This is an optimization exercise on Yosys and OpenROAD, whose aim is small area, a short achievable clock period and few clock cycles per item, not a production implementation.
In this exercise RTL edits were held to simulation tests only and were not proved equivalent to the original.

==> flow/design.v (outline; a module is shown in full before it is edited, if it fits) <==
// module epcg_sine_rom: 8 lines
// module epcg_divider: 99 lines
// module epcg_outbuf: 42 lines
// module epcg_gain: 8 lines
// module epcg_m1_tree: 1636 lines
// module epcg_m2_tree: 1730 lines
// module equal_power_crossfade_gain: 370 lines
module equal_power_crossfade_gain (
  input  logic        clk,
  input  logic        rst_n,
  input  logic        in_valid,
  output logic        in_ready,
  input  logic        in_kind,
  input  logic [15:0] in_duration_frames,
  input  logic        in_has_out_track,
  input  logic        in_has_in_track,
  input  logic [16:0] in_out_start_level,
  input  logic [16:0] in_out_end_level,
  input  logic [16:0] in_in_start_level,
  input  logic [16:0] in_in_end_level,
  input  logic [16:0] in_out_clip_rate,
  input  logic [16:0] in_in_clip_rate,
  output logic        out_valid,
  input  logic        out_ready,
  output logic [7:0]  out_out_gain,
  output logic [7:0]  out_in_gain,
  output logic        out_out_valid,
  output logic        out_in_valid,
  output logic        out_stop_out,
  output logic        out_fade_done,
  output logic        out_fading,
  input  logic        cfg_valid,
  output logic        cfg_ready,
  input  logic [1:0]  cfg_index,
  input  logic [16:0] cfg_data
);
  // ...
==> flow/run.sh <==
#!/bin/bash
# synth_recipe.tcl (not shown) runs the flow's synth.tcl, then flattens the netlist and writes it again
# the make line also repeats each setting of config.mk as NAME=value (left out here)
make -C /OpenROAD-flow-scripts/flow DESIGN_CONFIG=/design/flow/config.mk WORK_HOME=/design/flow/orfs CLKGATE_MAP_FILE= SYNTH_SCRIPT=/design/flow/synth_recipe.tcl finish
==> flow/config.mk <==
export PLATFORM = sky130hd
export DESIGN_NAME = equal_power_crossfade_gain
export DESIGN_NICKNAME = equal_power_crossfade_gain
export VERILOG_FILES = /design/flow/design.v
export SDC_FILE = /design/flow/constraint.sdc
export NUM_CORES = 4
export LEC_CHECK = 0
export CAP_MARGIN = 20
export CORE_MARGIN = 2
export CORE_UTILIZATION = 60
export SLEW_MARGIN = 20
export SYNTH_MEMORY_MAX_BITS = 16384
==> flow/constraint.sdc <==
create_clock -name core_clock -period 12.0 [get_ports {clk}]
set_input_delay 2.4000 -clock core_clock [delete_from_list [all_inputs] [get_ports {clk}]]
set_output_delay 2.4000 -clock core_clock [all_outputs]
set_load 0.01 [all_outputs]
==> results.cfg, run 1 <==
[run_status]
status = finished clean

[routing]
num_vias = 78300
drt_first_iter_violations = 7614
wl_per_cell_um = 25.1
routed-wl-met2_um = 150000
drtPass1Iterations = 8
uppermost_metal_layer_occupied_by_signal_nets = met5
route.detailed.vias_per_inst = 6.06

[place]
placement.cell_area_um2 = 108000
dp_hpwl_um = 235000
dpl.cell_count = 12600

[cts]
cts.repair_timing.setup_buffer_count = 0
cts_inserted_buffers = 154

[cells_and_area]
multi_input_area_share_pct = 53.4
regArea_um2 = 37000
fin_cells = 12900
number_of_inverters_outside_the_clock_class_in_the_layout = 1370
clockBufferCount = 193
area_delta_synth_final_pct = 8.94

[synthesis]
synth_compound_gate_area_share_pct = 10.6
async_flop_share_pct = 0
synth_top_family_by_area = adder cells
syn_nets = 12300
synth-seq-cells = 1436
ys_seq_area_share_pct = 35.4

[global_routing]
antenna_found_initial = 19
groute.layer.met2.usage_pct = 58.5

[timing]
timing.final.setup_violations = 0
min_period_ps = 5320
report.final.hold_viol_count = 0
max-slew-margin-rel_pct = 15.4

[die]
die_width_um = 421
number_of_placement_rows = 153

[worst_setup_path]
critical_path.startpoint = b_idx[0]
crit-reg2reg-capture = c_bo[8]
crit_chain = buf_4 -> inv_1 -> ha_1 -> nor2b_1 -> nor3_1 -> a311oi_1 -> a21oi_1 -> mux4_2 -> o21ai_1 -> a22o_1 -> a22o_1
critical_path_class = register to register
setup.worst_path.end = c_bo[8]
crit_cells = 11
critPathMostFrequentCell = sky130_fd_sc_hd__a22o_1
Testbench counts, summed over its fixed seeds: cycles 6,903, items 5,760.
==> module epcg_divider, before the edit <==
module epcg_divider (
  input  logic        clk,
  input  logic        rst_n,
  input  logic        load,
  input  logic [15:0] len,      
  input  logic [17:0] dlo,      
  input  logic [17:0] dli,      
  output logic [15:0] len_q,    
  output logic [17:0] dlo_q,    
  output logic [17:0] dli_q,
  output logic [16:0] q0,
  output logic [15:0] r0,
  output logic [32:0] dqo,
  output logic [32:0] dqi,
  output logic        done,
  output logic        done_nxt    
);
  logic [3:0]  cnt;
  logic [15:0] len_r;
  logic [17:0] len3_r;
  logic [17:0] dlo_r, dli_r;
  logic [15:0] rem;
  logic [16:0] quo;
  logic [1:0]  dig_r;
  logic        dig_v;
  logic [32:0] acc_o, acc_i;
  logic [17:0] rem4;
  logic [18:0] s1, s2, s3;
  logic [1:0]  dig;
  logic [15:0] rem_nxt;
  assign rem4 = {rem, 2'b00};
  assign s1 = {1'b0, rem4} - {3'b000, len_r};
  assign s2 = {1'b0, rem4} - {2'b00, len_r, 1'b0};
  assign s3 = {1'b0, rem4} - {1'b0, len3_r};
  always_comb begin
    if (!s3[18]) begin
      dig = 2'd3; rem_nxt = s3[15:0];
    end else if (!s2[18]) begin
      dig = 2'd2; rem_nxt = s2[15:0];
    end else if (!s1[18]) begin
      dig = 2'd1; rem_nxt = s1[15:0];
    end else begin
      dig = 2'd0; rem_nxt = rem4[15:0];
    end
  end
  logic [17:0] bo, bi;
  logic [32:0] xo1, xo2, xi1, xi2;
  assign bo  = {~dlo_r[17], dlo_r[16:0]};
  assign bi  = {~dli_r[17], dli_r[16:0]};
  assign xo2 = {13'd0, {19{dig_r[1]}} & {bo, 1'b0}};
  assign xo1 = {15'd0, {18{dig_r[0]}} & bo};
  assign xi2 = {13'd0, {19{dig_r[1]}} & {bi, 1'b0}};
  assign xi1 = {15'd0, {18{dig_r[0]}} & bi};
  logic one;
  assign one = (len == 16'd1);
  always_ff @(posedge clk) begin
    if (!rst_n) begin
      cnt   <= '0;
      dig_v <= 1'b0;
    end else if (load) begin
      cnt   <= 4'd9;
      dig_v <= 1'b0;
    end else if (cnt != 4'd0) begin
      cnt   <= cnt - 4'd1;
      dig_v <= (cnt >= 4'd2);
    end
  end
  always_ff @(posedge clk) begin
    if (load) begin
      len_r  <= len;
      len3_r <= {2'b00, len} + {1'b0, len, 1'b0};
      dlo_r  <= dlo;
      dli_r  <= dli;
      rem    <= one ? 16'd0 : 16'd1;
      quo    <= {16'd0, one};
      acc_o  <= one ? {15'd0, ~dlo[17], dlo[16:0]} : 33'd0;
      acc_i  <= one ? {15'd0, ~dli[17], dli[16:0]} : 33'd0;
    end else begin
      if (cnt >= 4'd2) begin
        rem   <= rem_nxt;
        quo   <= {quo[14:0], dig};
        dig_r <= dig;
      end
      if (dig_v) begin
        acc_o <= {acc_o[30:0], 2'b00} + xo2 + xo1;
        acc_i <= {acc_i[30:0], 2'b00} + xi2 + xi1;
      end
    end
  end
  assign len_q = len_r;
  assign dlo_q = dlo_r;
  assign dli_q = dli_r;
  assign q0   = quo;
  assign r0   = rem;
  assign dqo  = acc_o - {quo[15:0], 17'd0};
  assign dqi  = acc_i - {quo[15:0], 17'd0};
  assign done = (cnt == 4'd0);
  assign done_nxt = ~load & (cnt <= 4'd1);
endmodule
==> module equal_power_crossfade_gain, before the edit <==
module equal_power_crossfade_gain (
  input  logic        clk,
  input  logic        rst_n,
  input  logic        in_valid,
  output logic        in_ready,
  input  logic        in_kind,
  input  logic [15:0] in_duration_frames,
  input  logic        in_has_out_track,
  input  logic        in_has_in_track,
  input  logic [16:0] in_out_start_level,
  input  logic [16:0] in_out_end_level,
  input  logic [16:0] in_in_start_level,
  input  logic [16:0] in_in_end_level,
  input  logic [16:0] in_out_clip_rate,
  input  logic [16:0] in_in_clip_rate,
  output logic        out_valid,
  input  logic        out_ready,
  output logic [7:0]  out_out_gain,
  output logic [7:0]  out_in_gain,
  output logic        out_out_valid,
  output logic        out_in_valid,
  output logic        out_stop_out,
  output logic        out_fade_done,
  output logic        out_fading,
  input  logic        cfg_valid,
  output logic        cfg_ready,
  input  logic [1:0]  cfg_index,
  input  logic [16:0] cfg_data
);
  localparam int QD = 16;    
  localparam int NO = 8;     
  logic [16:0] m_r, b_r;
  logic [17:0] mb_r;         
  logic [2:0]  cw_cnt;       
  logic        cw_kpass;
  assign cfg_ready = 1'b1;
  always_ff @(posedge clk) begin
    if (!rst_n) begin
      m_r    <= 17'd65536;
      b_r    <= 17'd58982;
      cw_cnt <= '0;
      cwh_r  <= 1'b0;
    end else begin
      cwh_r  <= cfg_valid | (cw_cnt >= 3'd3);
      if (cfg_valid) begin
        if (cfg_index == 2'd0) m_r <= cfg_data;
        if (cfg_index == 2'd1) b_r <= cfg_data;
      end
      if (cfg_valid) cw_cnt <= 3'd4;
      else if (cw_cnt != 3'd0) cw_cnt <= cw_cnt - 3'd1;
    end
  end
  assign cw_kpass = (cw_cnt == 3'd1);
  logic [QD-1:0] q_kind;
  logic [4:0]    q_cnt;
  logic          in_ready_r;
  logic          acc, head_k, issue, iss_start, iss_tick;
  assign in_ready = in_ready_r;
  assign acc      = in_valid & in_ready_r;
  assign head_k   = q_kind[0];
  logic        hold_v;
  logic [15:0] h_len;
  logic        h_ho, h_hi;
  logic [16:0] h_os, h_oe, h_is, h_ie, h_or, h_ir;
  logic        dset_v, dset_load;
  logic        d_ho, d_hi;
  logic [16:0] d_os, d_is, d_or, d_ir;
  logic [15:0] dv_len;
  logic [17:0] dv_dlo, dv_dli;
  logic [16:0] dv_q0;
  logic [15:0] dv_r0;
  logic [32:0] dv_dqo, dv_dqi;
  logic        dv_done, dv_done_nxt;
  always_ff @(posedge clk) begin
    if (acc & in_kind) begin
      h_len <= in_duration_frames;
      h_ho  <= in_has_out_track;
      h_hi  <= in_has_in_track;
      h_os  <= in_out_start_level;
      h_oe  <= in_out_end_level;
      h_is  <= in_in_start_level;
      h_ie  <= in_in_end_level;
      h_or  <= in_out_clip_rate;
      h_ir  <= in_in_clip_rate;
    end
    if (dset_load) begin
      d_ho <= h_ho;
      d_hi <= h_hi;
      d_os <= h_os;
      d_is <= h_is;
      d_or <= h_or;
      d_ir <= h_ir;
    end
  end
  epcg_divider u_div (
    .clk   (clk),
    .rst_n (rst_n),
    .load  (dset_load),
    .len   (h_len),
    .dlo   ({1'b0, h_oe} - {1'b0, h_os}),
    .dli   ({1'b0, h_ie} - {1'b0, h_is}),
    .len_q (dv_len),
    .dlo_q (dv_dlo),
    .dli_q (dv_dli),
    .q0    (dv_q0),
    .r0    (dv_r0),
    .dqo   (dv_dqo),
    .dqi   (dv_dqi),
    .done  (dv_done),
    .done_nxt (dv_done_nxt)
  );
  logic [3:0] ocnt;          
  logic       out_pop;
  logic q_ne_r, cr_r, cwh_r, so_r;
  assign issue     = q_ne_r & cr_r & ~cwh_r & (~head_k | so_r);
  assign iss_start = issue & head_k;
  assign iss_tick  = issue & ~head_k;
  assign dset_load = hold_v & ~dset_v;
  logic       hold_v_nxt, dset_v_nxt;
  logic [4:0] q_cnt_nxt;
  assign hold_v_nxt = (acc & in_kind) | (hold_v & ~dset_load);
  assign dset_v_nxt = dset_load | (dset_v & ~iss_start);
  assign q_cnt_nxt  = q_cnt + 5'(acc) - 5'(issue);
  logic [3:0] ocnt_nxt;
  assign ocnt_nxt   = ocnt + 4'(issue) - 4'(out_pop);
  always_ff @(posedge clk) begin
    if (!rst_n) begin
      q_cnt      <= '0;
      hold_v     <= 1'b0;
      dset_v     <= 1'b0;
      ocnt       <= '0;
      q_ne_r     <= 1'b0;
      cr_r       <= 1'b1;
      so_r       <= 1'b0;
      in_ready_r <= 1'b1;
    end else begin
      q_cnt      <= q_cnt_nxt;
      hold_v     <= hold_v_nxt;
      dset_v     <= dset_v_nxt;
      ocnt       <= ocnt_nxt;
      q_ne_r     <= (q_cnt_nxt != 5'd0);
      cr_r       <= (ocnt_nxt != 4'(NO));
      so_r       <= dset_v_nxt & dv_done_nxt;
      in_ready_r <= (q_cnt_nxt != 5'(QD)) & ~(hold_v_nxt & dset_v_nxt);
    end
  end
  always_ff @(posedge clk) begin
    for (int i = 0; i < QD; i++) begin
      if (acc && (5'(i) == q_cnt - 5'(issue)))
        q_kind[i] <= in_kind;
      else if (issue)
        q_kind[i] <= (i == QD - 1) ? 1'b0 : q_kind[i + 1];
    end
  end
  logic        act_r, fo_r, fi_r;
  logic [15:0] r0_r, n_r;           
  logic [16:0] r0ml_r;               
  logic [16:0] x_r;                  
  logic [16:0] q0_r, u_r;           
  logic [15:0] plo_r, pli_r;        
  logic [17:0] dlo_r, dli_r;
  logic [32:0] dqo_r, dqi_r;
  logic [16:0] ro_r, ri_r;          
  logic        cy, done;
  logic [16:0] u_new, x_new;
  logic [17:0] plo_new, pli_new;    
  assign cy      = ~x_r[16];
  assign x_new   = x_r + (cy ? r0ml_r : {1'b0, r0_r});
  assign u_new   = u_r + q0_r + {16'd0, cy};
  assign done    = (n_r == 16'd1);
  assign plo_new = {2'b00, plo_r} + {2'b00, dqo_r[15:0]} + {2'b00, {16{cy}} & dlo_r[15:0]};
  assign pli_new = {2'b00, pli_r} + {2'b00, dqi_r[15:0]} + {2'b00, {16{cy}} & dli_r[15:0]};
  always_ff @(posedge clk) begin
    if (!rst_n) begin
      act_r <= 1'b0;
    end else if (iss_start) begin
      act_r <= (dv_len != 16'd0);
    end else if (iss_tick & act_r & done) begin
      act_r <= 1'b0;
    end
  end
  always_ff @(posedge clk) begin
    if (iss_start) begin
      q0_r   <= dv_q0;
      r0_r   <= dv_r0;
      r0ml_r <= {1'b0, dv_r0} - {1'b0, dv_len};
      x_r    <= {1'b0, dv_r0} - {1'b0, dv_len};
      u_r    <= 17'd128;
      n_r    <= dv_len;
      fo_r   <= d_ho;
      fi_r   <= d_hi;
      plo_r  <= 16'h8000;
      pli_r  <= 16'h8000;
      dlo_r  <= dv_dlo;
      dli_r  <= dv_dli;
      dqo_r  <= dv_dqo;
      dqi_r  <= dv_dqi;
      ro_r   <= d_or;
      ri_r   <= d_ir;
    end else if (iss_tick & act_r) begin
      x_r   <= x_new;
      u_r   <= u_new;
      n_r   <= n_r - 16'd1;
      plo_r <= plo_new[15:0];
      pli_r <= pli_new[15:0];
    end
  end
  logic        b_v, c_v, d_v, e_v, f_v;
  logic        b_k, c_k, d_k;
  logic        c_kw, d_kw;          
  logic [4:0]  b_fl, c_fl, d_fl, e_fl, f_fl;
  logic [8:0]  b_idx;
  logic        b_act, b_c;
  logic [1:0]  b_coo, b_coi;
  logic [17:0] c_ao, c_ai;
  logic [16:0] c_bo, c_bi;
  logic [34:0] d_so1, d_co1, d_si1, d_ci1;
  logic [16:0] e_lo, e_li;
  logic [35:0] f_so, f_co, f_si, f_ci;
  logic [18:0] ko_r, ki_r;
  always_ff @(posedge clk) begin
    if (!rst_n) begin
      b_v <= 1'b0;
      c_v <= 1'b0;
      d_v <= 1'b0;
      e_v <= 1'b0;
      f_v <= 1'b0;
    end else begin
      b_v <= issue;
      c_v <= b_v;
      d_v <= c_v;
      e_v <= d_v;
      f_v <= e_v;
    end
  end
  logic tk_act;
  assign tk_act = iss_tick & act_r;
  always_ff @(posedge clk) begin
    b_k   <= head_k;
    b_idx <= u_new[16:8];
    b_act <= tk_act;
    b_c   <= cy;
    b_coo <= plo_new[17:16];
    b_coi <= pli_new[17:16];
    b_fl  <= {tk_act & fo_r, tk_act & fi_r, tk_act & done & fo_r, tk_act & done,
              iss_start ? (dv_len != 16'd0) : (tk_act & ~done)};
  end
  logic [16:0] w_sin, w_cos;
  epcg_sine_rom u_rom (.idx(b_idx), .sin_v(w_sin), .cos_v(w_cos));
  logic [16:0] pho_r, phi_r;        
  logic [16:0] b_lo, b_li;
  assign b_lo = pho_r + dqo_r[32:16] + ({17{b_c}} & {{15{dlo_r[17]}}, dlo_r[17:16]}) + {15'd0, b_coo};
  assign b_li = phi_r + dqi_r[32:16] + ({17{b_c}} & {{15{dli_r[17]}}, dli_r[17:16]}) + {15'd0, b_coi};
  always_ff @(posedge clk) begin
    if (iss_start) begin
      pho_r <= d_os;
      phi_r <= d_is;
    end else if (b_v & b_act) begin
      pho_r <= b_lo;
      phi_r <= b_li;
    end
  end
  always_ff @(posedge clk) begin
    c_k  <= b_k;
    c_kw <= b_v ? b_k : cw_kpass;
    c_fl <= b_fl;
    if (!b_v && cw_kpass) begin
      c_ao <= mb_r;
      c_bo <= ro_r;
    end else if (!b_v) begin
      c_ao <= {1'b0, m_r};
      c_bo <= b_r;
    end else if (b_k) begin
      c_ao <= mb_r;
      c_bo <= ro_r;
    end else begin
      c_ao <= {1'b0, b_lo};
      c_bo <= w_cos;
    end
    if (!b_v) begin
      c_ai <= mb_r;
      c_bi <= ri_r;
    end else if (b_k) begin
      c_ai <= mb_r;
      c_bi <= ri_r;
    end else begin
      c_ai <= {1'b0, b_li};
      c_bi <= w_sin;
    end
  end
  logic [34:0] m1o_s, m1o_c, m1i_s, m1i_c;
  epcg_m1_tree u_m1o (.a(c_ao), .b(c_bo), .s(m1o_s), .c(m1o_c));
  epcg_m1_tree u_m1i (.a(c_ai), .b(c_bi), .s(m1i_s), .c(m1i_c));
  always_ff @(posedge clk) begin
    d_k   <= c_k;
    d_kw  <= c_kw;
    d_fl  <= c_fl;
    d_so1 <= m1o_s;
    d_co1 <= m1o_c;
    d_si1 <= m1i_s;
    d_ci1 <= m1i_c;
  end
  logic [34:0] p1o, p1i;
  assign p1o = d_so1 + d_co1;
  assign p1i = d_si1 + d_ci1;
  always_ff @(posedge clk) begin
    if (!rst_n) begin
      mb_r <= 18'd58982;
    end else if (!d_v && !d_kw) begin
      mb_r <= p1o[33:16];
    end
  end
  always_ff @(posedge clk) begin
    if (d_kw) begin
      ko_r <= p1o[34:16];
      ki_r <= p1i[34:16];
    end
    e_fl <= d_fl;
    e_lo <= p1o[32:16];
    e_li <= p1i[32:16];
  end
  logic [35:0] m2o_s, m2o_c, m2i_s, m2i_c;
  epcg_m2_tree u_m2o (.a(ko_r), .b(e_lo), .s(m2o_s), .c(m2o_c));
  epcg_m2_tree u_m2i (.a(ki_r), .b(e_li), .s(m2i_s), .c(m2i_c));
  always_ff @(posedge clk) begin
    f_fl <= e_fl;
    f_so <= m2o_s;
    f_co <= m2o_c;
    f_si <= m2i_s;
    f_ci <= m2i_c;
  end
  logic [35:0] p2o, p2i;
  logic [16:0] g_vo, g_vi;
  logic [4:0]  g_fl;
  logic        g_v;
  assign p2o = f_so + f_co;
  assign p2i = f_si + f_ci;
  always_ff @(posedge clk) begin
    if (!rst_n) g_v <= 1'b0;
    else        g_v <= f_v;
  end
  always_ff @(posedge clk) begin
    g_fl <= f_fl;
    g_vo <= (p2o[35:16] > 20'd65536) ? 17'd65536 : p2o[32:16];
    g_vi <= (p2i[35:16] > 20'd65536) ? 17'd65536 : p2i[32:16];
  end
  logic [7:0]  g_o, g_i, go_raw, gi_raw;
  epcg_gain u_go (.v(g_vo), .g(go_raw));
  epcg_gain u_gi (.v(g_vi), .g(gi_raw));
  assign g_o = g_fl[4] ? go_raw : 8'd0;
  assign g_i = g_fl[3] ? gi_raw : 8'd0;
  logic [20:0] o_d;
  epcg_outbuf #(.W(21), .D(NO - 1)) u_out (
    .clk       (clk),
    .rst_n     (rst_n),
    .in_v      (g_v),
    .in_d      ({g_o, g_i, g_fl}),
    .out_ready (out_ready),
    .o_v       (out_valid),
    .o_d       (o_d),
    .pop       (out_pop)
  );
  assign out_out_gain  = o_d[20:13];
  assign out_in_gain   = o_d[12:5];
  assign out_out_valid = o_d[4];
  assign out_in_valid  = o_d[3];
  assign out_stop_out  = o_d[2];
  assign out_fade_done = o_d[1];
  assign out_fading    = o_d[0];
endmodule
==> run 2: changes to the inputs <==
--- a/flow/design.v
+++ b/flow/design.v
@@ -24,4 +24,6 @@
   output logic [15:0] r0,
-  output logic [32:0] dqo,
-  output logic [32:0] dqi,
+  output logic [15:0] dqo_lo,    
+  output logic [16:0] dqo_hi,    
+  output logic [15:0] dqi_lo,
+  output logic [16:0] dqi_hi,
   output logic        done,
@@ -58,9 +60,12 @@
   logic [17:0] bo, bi;
-  logic [32:0] xo1, xo2, xi1, xi2;
-  assign bo  = {~dlo_r[17], dlo_r[16:0]};
-  assign bi  = {~dli_r[17], dli_r[16:0]};
-  assign xo2 = {13'd0, {19{dig_r[1]}} & {bo, 1'b0}};
-  assign xo1 = {15'd0, {18{dig_r[0]}} & bo};
-  assign xi2 = {13'd0, {19{dig_r[1]}} & {bi, 1'b0}};
-  assign xi1 = {15'd0, {18{dig_r[0]}} & bi};
+  logic [20:0] lo_o, lo_i;
+  logic [12:0] up_o, up_i;
+  assign bo   = {~dlo_r[17], dlo_r[16:0]};
+  assign bi   = {~dli_r[17], dli_r[16:0]};
+  assign lo_o = {1'b0, acc_o[17:0], 2'b00} + {2'b00, {19{dig_r[1]}} & {bo, 1'b0}} +
+                {3'b000, {18{dig_r[0]}} & bo};
+  assign lo_i = {1'b0, acc_i[17:0], 2'b00} + {2'b00, {19{dig_r[1]}} & {bi, 1'b0}} +
+                {3'b000, {18{dig_r[0]}} & bi};
+  assign up_o = lo_o[20] ? acc_o[30:18] + 13'd1 : acc_o[30:18];
+  assign up_i = lo_i[20] ? acc_i[30:18] + 13'd1 : acc_i[30:18];
   logic one;
@@ -96,4 +101,4 @@
       if (dig_v) begin
-        acc_o <= {acc_o[30:0], 2'b00} + xo2 + xo1;
-        acc_i <= {acc_i[30:0], 2'b00} + xi2 + xi1;
+        acc_o <= {up_o, lo_o[19:0]};
+        acc_i <= {up_i, lo_i[19:0]};
       end
@@ -106,4 +111,6 @@
   assign r0   = rem;
-  assign dqo  = acc_o - {quo[15:0], 17'd0};
-  assign dqi  = acc_i - {quo[15:0], 17'd0};
+  assign dqo_lo = acc_o[15:0];
+  assign dqi_lo = acc_i[15:0];
+  assign dqo_hi = acc_o[32:16] - {quo[15:0], 1'b0};
+  assign dqi_hi = acc_i[32:16] - {quo[15:0], 1'b0};
   assign done = (cnt == 4'd0);
@@ -3593,3 +3600,4 @@
   logic        d_ho, d_hi;
-  logic [16:0] d_os, d_is, d_or, d_ir;
+  logic [16:0] d_os, d_is;
+  logic [16:0] ro_r, ri_r;          
   logic [15:0] dv_len;
@@ -3598,6 +3606,7 @@
   logic [15:0] dv_r0;
-  logic [32:0] dv_dqo, dv_dqi;
+  logic [15:0] dv_dqo_lo, dv_dqi_lo;
+  logic [16:0] dv_dqo_hi, dv_dqi_hi;
   logic        dv_done, dv_done_nxt;
   always_ff @(posedge clk) begin
-    if (acc & in_kind) begin
+    if (~hold_v | dset_load) begin
       h_len <= in_duration_frames;
@@ -3613,2 +3622,4 @@
     if (dset_load) begin
+      ro_r <= h_or;
+      ri_r <= h_ir;
       d_ho <= h_ho;
@@ -3617,4 +3628,2 @@
       d_is <= h_is;
-      d_or <= h_or;
-      d_ir <= h_ir;
     end
@@ -3633,4 +3642,6 @@
     .r0    (dv_r0),
-    .dqo   (dv_dqo),
-    .dqi   (dv_dqi),
+    .dqo_lo (dv_dqo_lo),
+    .dqo_hi (dv_dqo_hi),
+    .dqi_lo (dv_dqi_lo),
+    .dqi_hi (dv_dqi_hi),
     .done  (dv_done),
@@ -3685,7 +3696,8 @@
   logic [16:0] x_r;                  
-  logic [16:0] q0_r, u_r;           
+  logic [16:0] q0_r;
+  logic [16:0] ua_r, ub_r;          
   logic [15:0] plo_r, pli_r;        
-  logic [17:0] dlo_r, dli_r;
-  logic [32:0] dqo_r, dqi_r;
-  logic [16:0] ro_r, ri_r;          
+  logic [15:0] f0o_r, f0i_r;
+  logic [16:0] f1o_r, f1i_r;
+  logic [16:0] e0o_r, e0i_r, e1o_r, e1i_r;
   logic        cy, done;
@@ -3695,6 +3707,6 @@
   assign x_new   = x_r + (cy ? r0ml_r : {1'b0, r0_r});
-  assign u_new   = u_r + q0_r + {16'd0, cy};
+  assign u_new   = cy ? ub_r : ua_r;
   assign done    = (n_r == 16'd1);
-  assign plo_new = {2'b00, plo_r} + {2'b00, dqo_r[15:0]} + {2'b00, {16{cy}} & dlo_r[15:0]};
-  assign pli_new = {2'b00, pli_r} + {2'b00, dqi_r[15:0]} + {2'b00, {16{cy}} & dli_r[15:0]};
+  assign plo_new = {2'b00, plo_r} + {1'b0, cy ? f1o_r : {1'b0, f0o_r}};
+  assign pli_new = {2'b00, pli_r} + {1'b0, cy ? f1i_r : {1'b0, f0i_r}};
   always_ff @(posedge clk) begin
@@ -3714,3 +3726,4 @@
       x_r    <= {1'b0, dv_r0} - {1'b0, dv_len};
-      u_r    <= 17'd128;
+      ua_r   <= dv_q0 + 17'd128;
+      ub_r   <= dv_q0 + 17'd129;
       n_r    <= dv_len;
@@ -3720,11 +3733,14 @@
       pli_r  <= 16'h8000;
-      dlo_r  <= dv_dlo;
-      dli_r  <= dv_dli;
-      dqo_r  <= dv_dqo;
-      dqi_r  <= dv_dqi;
-      ro_r   <= d_or;
-      ri_r   <= d_ir;
+      f0o_r  <= dv_dqo_lo;
+      f0i_r  <= dv_dqi_lo;
+      f1o_r  <= {1'b0, dv_dqo_lo} + {1'b0, dv_dlo[15:0]};
+      f1i_r  <= {1'b0, dv_dqi_lo} + {1'b0, dv_dli[15:0]};
+      e0o_r  <= dv_dqo_hi;
+      e0i_r  <= dv_dqi_hi;
+      e1o_r  <= dv_dqo_hi + {{15{dv_dlo[17]}}, dv_dlo[17:16]};
+      e1i_r  <= dv_dqi_hi + {{15{dv_dli[17]}}, dv_dli[17:16]};
     end else if (iss_tick & act_r) begin
       x_r   <= x_new;
-      u_r   <= u_new;
+      ua_r  <= u_new + q0_r;
+      ub_r  <= u_new + q0_r + 17'd1;
       n_r   <= n_r - 16'd1;
@@ -3738,3 +3754,3 @@
   logic [4:0]  b_fl, c_fl, d_fl, e_fl, f_fl;
-  logic [8:0]  b_idx;
+  logic [16:0] b_ws, b_wc;
   logic        b_act, b_c;
@@ -3762,2 +3778,4 @@
   end
+  logic [16:0] w_sin, w_cos;
+  epcg_sine_rom u_rom (.idx(u_new[16:8]), .sin_v(w_sin), .cos_v(w_cos));
   logic tk_act;
@@ -3766,3 +3784,4 @@
     b_k   <= head_k;
-    b_idx <= u_new[16:8];
+    b_ws  <= w_sin;
+    b_wc  <= w_cos;
     b_act <= tk_act;
@@ -3774,8 +3793,6 @@
   end
-  logic [16:0] w_sin, w_cos;
-  epcg_sine_rom u_rom (.idx(b_idx), .sin_v(w_sin), .cos_v(w_cos));
   logic [16:0] pho_r, phi_r;        
   logic [16:0] b_lo, b_li;
-  assign b_lo = pho_r + dqo_r[32:16] + ({17{b_c}} & {{15{dlo_r[17]}}, dlo_r[17:16]}) + {15'd0, b_coo};
-  assign b_li = phi_r + dqi_r[32:16] + ({17{b_c}} & {{15{dli_r[17]}}, dli_r[17:16]}) + {15'd0, b_coi};
+  assign b_lo = pho_r + (b_c ? e1o_r : e0o_r) + {15'd0, b_coo};
+  assign b_li = phi_r + (b_c ? e1i_r : e0i_r) + {15'd0, b_coi};
   always_ff @(posedge clk) begin
@@ -3804,3 +3821,3 @@
       c_ao <= {1'b0, b_lo};
-      c_bo <= w_cos;
+      c_bo <= b_wc;
     end
@@ -3814,3 +3831,3 @@
       c_ai <= {1'b0, b_li};
-      c_bi <= w_sin;
+      c_bi <= b_ws;
     end
==> run 2 against run 1 <==
Register-to-register slack got worse by 420 ps. Hold slack got worse by 21 ps. Die area rose by 4.7%. Via count rose by 7.4%. Largest cell class unchanged.
==> results.cfg, run 2 <==
[die]
core_region_area_um2 = 181000
top_level_ports = 169
floorplan.die_area_um2 = 186000
die_width_um = 431
number_of_placement_rows = 156
initial_utilization_pct = 60.5
fp.dieH_um = 431

[synthesis]
syn_nets = 13000
async_flop_share_pct = 0
synth_cell_types = 103
post_synth_most_frequent_cells = sky130_fd_sc_hd__nand2_1, sky130_fd_sc_hd__inv_1, sky130_fd_sc_hd__fa_1
synth-main-ff-cell = sky130_fd_sc_hd__edfxtp_1
ys_seq_area_share_pct = 34.8
syn_area_um2 = 109000
synth.area.top_cells = sky130_fd_sc_hd__edfxtp_1, sky130_fd_sc_hd__fa_1, sky130_fd_sc_hd__dfxtp_1
dominant_cell_by_count_in_the_synthesized_netlist = sky130_fd_sc_hd__nand2_1
yosysWarnings = 3
post_synth_inst_count = 11100
synth-edff-count = 853
synth_top_area_share_pct = 23.4
synth-seq-cells = 1476
synth_area_per_cell_um2 = 9.85
synth_top_cell_by_area = sky130_fd_sc_hd__edfxtp_1

[cts]
tritoncts_clock_tree = done
cts_inserted_buffers = 165
cts.repair_timing.setup_buffer_count = 0
cts.reportedPaths.clkPinSlew_ps = 60
cts-resized-gates = 0
cts.htree.levels = 4
clock_latency_ps = 860
tritoncts_num_sinks = 1476
ctsHoldBuffers = 0
cts.root.buffer_cell = sky130_fd_sc_hd__clkbuf_16
maximum_buffer_depth_of_the_clock_tree = 3

[timing]
finalCritPeriodShare_pct = 47.8
report.final.hold_viol_count = 0
max-slew-margin-rel_pct = 23.9
rsz_0062_raised_after_global_routing = false
max_clock_freq_mhz = 174
timing.setup.tns_ps = 0
worstMarginPinSlew_ps = 1140
timing.final.setup_violations = 0
min_period_ps = 5740
finalMaxSlewViolations = 0
finalClockSkew_ps = 62.9

[worst_setup_path]
crit_chain = buf_4 -> buf_4 -> mux2i_4 -> buf_12 -> inv_4 -> buf_4 -> nand2_1 -> o22ai_1 -> nor2_1 -> nor4_1 -> a211oi_1 -> a21oi_1 -> nor2_1
critical_path.n_buffers_inverters = 5
register_to_register_path_depth = 13
critical_path_class = register to register
arrival_time_worst_endpoint_ps = 6410
path_delay_family = buffers and inverters
crit-reg2reg-capture = b_wc[4]
critPathMaxStageDelay_ps = 810
critPathMostFrequentCell = sky130_fd_sc_hd__buf_4
ff2ff_setup_slack_ps = 6260
cp_slowest_cell = sky130_fd_sc_hd__nor4_1
end_kind = register
setup.worst_path.start_class = register
worst-endpoint-required_ps = 12670
worst-path-max-fanout = 123
crit-reg2reg-launch = x_r[16]

[global_routing]
maximum_number_of_pins_on_one_net_before_global_route_repair = 143
global_route.usage.met1_pct = 45.8
grt_pass1_vias = 87600
wire_length_of_the_first_global_routing_pass_um = 514000
overall_fraction_of_global_route_tracks_in_use_pct = 36.3
groute.layer.met2.usage_pct = 59.1
antenna_found_initial = 17
use_met3_pct = 7.03
grt-busiest-layer = met2
gr-total-overflow = 0

[routing]
drc_violations_left = 0
drt_wl_total_um = 337000
route.detailed.vias_per_inst = 6.19
num_vias = 84100
wl_per_cell_um = 24.8
drt_first_iter_violations = 7842
drtAntennaViolNets = 0
drtPass1Iterations = 9

[cells_and_area]
final_cell_mix = sky130_fd_sc_hd__nand2_1, sky130_fd_sc_hd__inv_1, sky130_fd_sc_hd__fa_1, sky130_fd_sc_hd__edfxtp_1, sky130_fd_sc_hd__and2_1
layout.filler_cells = 14100
mostFrequentLayoutCell = sky130_fd_sc_hd__nand2_1
register_containing_the_most_flip_flops_in_the_final_layout = u_out.mem
largest_register_ff_count = 147
final_net_count = 12900
finish.instance_area_um2 = 119000
final_standard_cell_utilization_of_the_core_pct = 65.8
drive_above_1_share_pct = 5.60
area_delta_synth_final_pct = 8.83

[place]
dp_hpwl_um = 241000
port-buffer-count = 167
placement.cell_area_um2 = 113000
place_congestion = 1.05

[run_status]
status = finished clean

[job]
cap_violations = 0

[hold_path]
worst_hold_startpoint = c_kw
hold-path-cell-count = 0
timing.hold.worst.class = register to register
min_to = d_kw
-- run 2: cell types whose count changed after synthesis, sizes merged, moves of 59 or more --
cell	change
a21oi	+124
xnor2	+74
ha	+73
nor3	+71
mux2	+69
inv	-65
nand2	+63
fa	-59
-- run 2: worst max-delay path by stage --
stage | from | end | slack, ps | cells after the start
finish | x_r[16] | b_wc[4] | 6260 | 13
CTS | x_r[16] | ub_r[16] | 6450 | 17
floorplan | q_kind[0] | e0i_r[0] | 4260 | 10
global placement | x_r[16] | b_wc[4] | 6500 | 13
global route | x_r[16] | ub_r[16] | 6060 | 17
detailed placement | x_r[16] | ub_r[16] | 6470 | 17
-- run 2: per-layer routing --
metal	up-vias	part of all wire [%]	wire length, µm
met5	-	0.034	115
met4	16	6.3	21100
met3	1040	8.7	29300
met2	4073	46	156000
met1	41600	39	130000
li1	37400	-	-
-- run 2: cells by family after synthesis --
logic type | after synthesis | share of synthesized area, %
AND/OR/NAND/NOR | 3527 | 15.3
flip-flops | 1476 | 34.8
AO/OA/AOI/OAI | 1974 | 11.3
multiplexers | 214 | 2.31
other | 1 | 0.00343
XOR/XNOR | 417 | 3.36
buffers and inverters | 1790 | 6.15
adder cells (fa/ha/maj) | 1714 | 26.7
-- run 2: cell type report --
cell class	count	area (µm²)	area share, %
clock inverters	88	1020	0.860
well taps	2370	2970	2.49
diodes	2	5.00	0.00420
repair buffers	290	2640	2.22
clock buffers	222	4640	3.90
multi-input cells	7847	64900	54.4
flip-flops and latches	1476	38100	32.0
inverters	1302	4910	4.12
-- run 2: stage by stage --
stage / hold slack [ps] / cells / setup WS (ps)
floorplan: 310 / 11100 / 4260
global placement: 312 / 13300 / 6500
detailed placement: 312 / 13300 / 6470
CTS: 300 / 13600 / 6450
global route: 300 / 13600 / 6060
finish: 299 / 13600 / 6260
Testbench counts of run 2, summed over its fixed seeds: cycles 6,903, items 5,760.

## afterwards: timing with drivers on the ports
Ports are ideal in the flow. The routed layouts listed here were re-timed in OpenROAD. Step 1 assumes that a clkbuf_16 drives the clock port and a buf_2 every other input. Step 2 adds t to the input delays and takes it off the output delays; t is the mean of the earliest and latest rising clock arrival at the registers after step 1. Input paths then give back, and output paths get back, about the clock's delay inside the block. a / b / c = no drivers / after step 1 / after step 2; a / b = the first two.
run | t, ns | slack for setup (ns) | worst hold slack (ns) | latest minus earliest clock arrival (ns) | worst data-port slew with drivers (ns)
run 1 | 0.931 | 6.683 / 6.683 / 6.403 | 0.320 / 0.320 / 0.320 | 0.053 / 0.053 | 0.07
run 2 | 0.918 | 6.262 / 6.262 / 6.262 | 0.299 / 0.299 / 0.299 | 0.063 / 0.063 | 0.08
After both steps setup and hold are still met in every run listed. For run 1, which loses most, drivers alone change the setup slack by 0.000 ns; drivers and shift together by -0.280 ns.
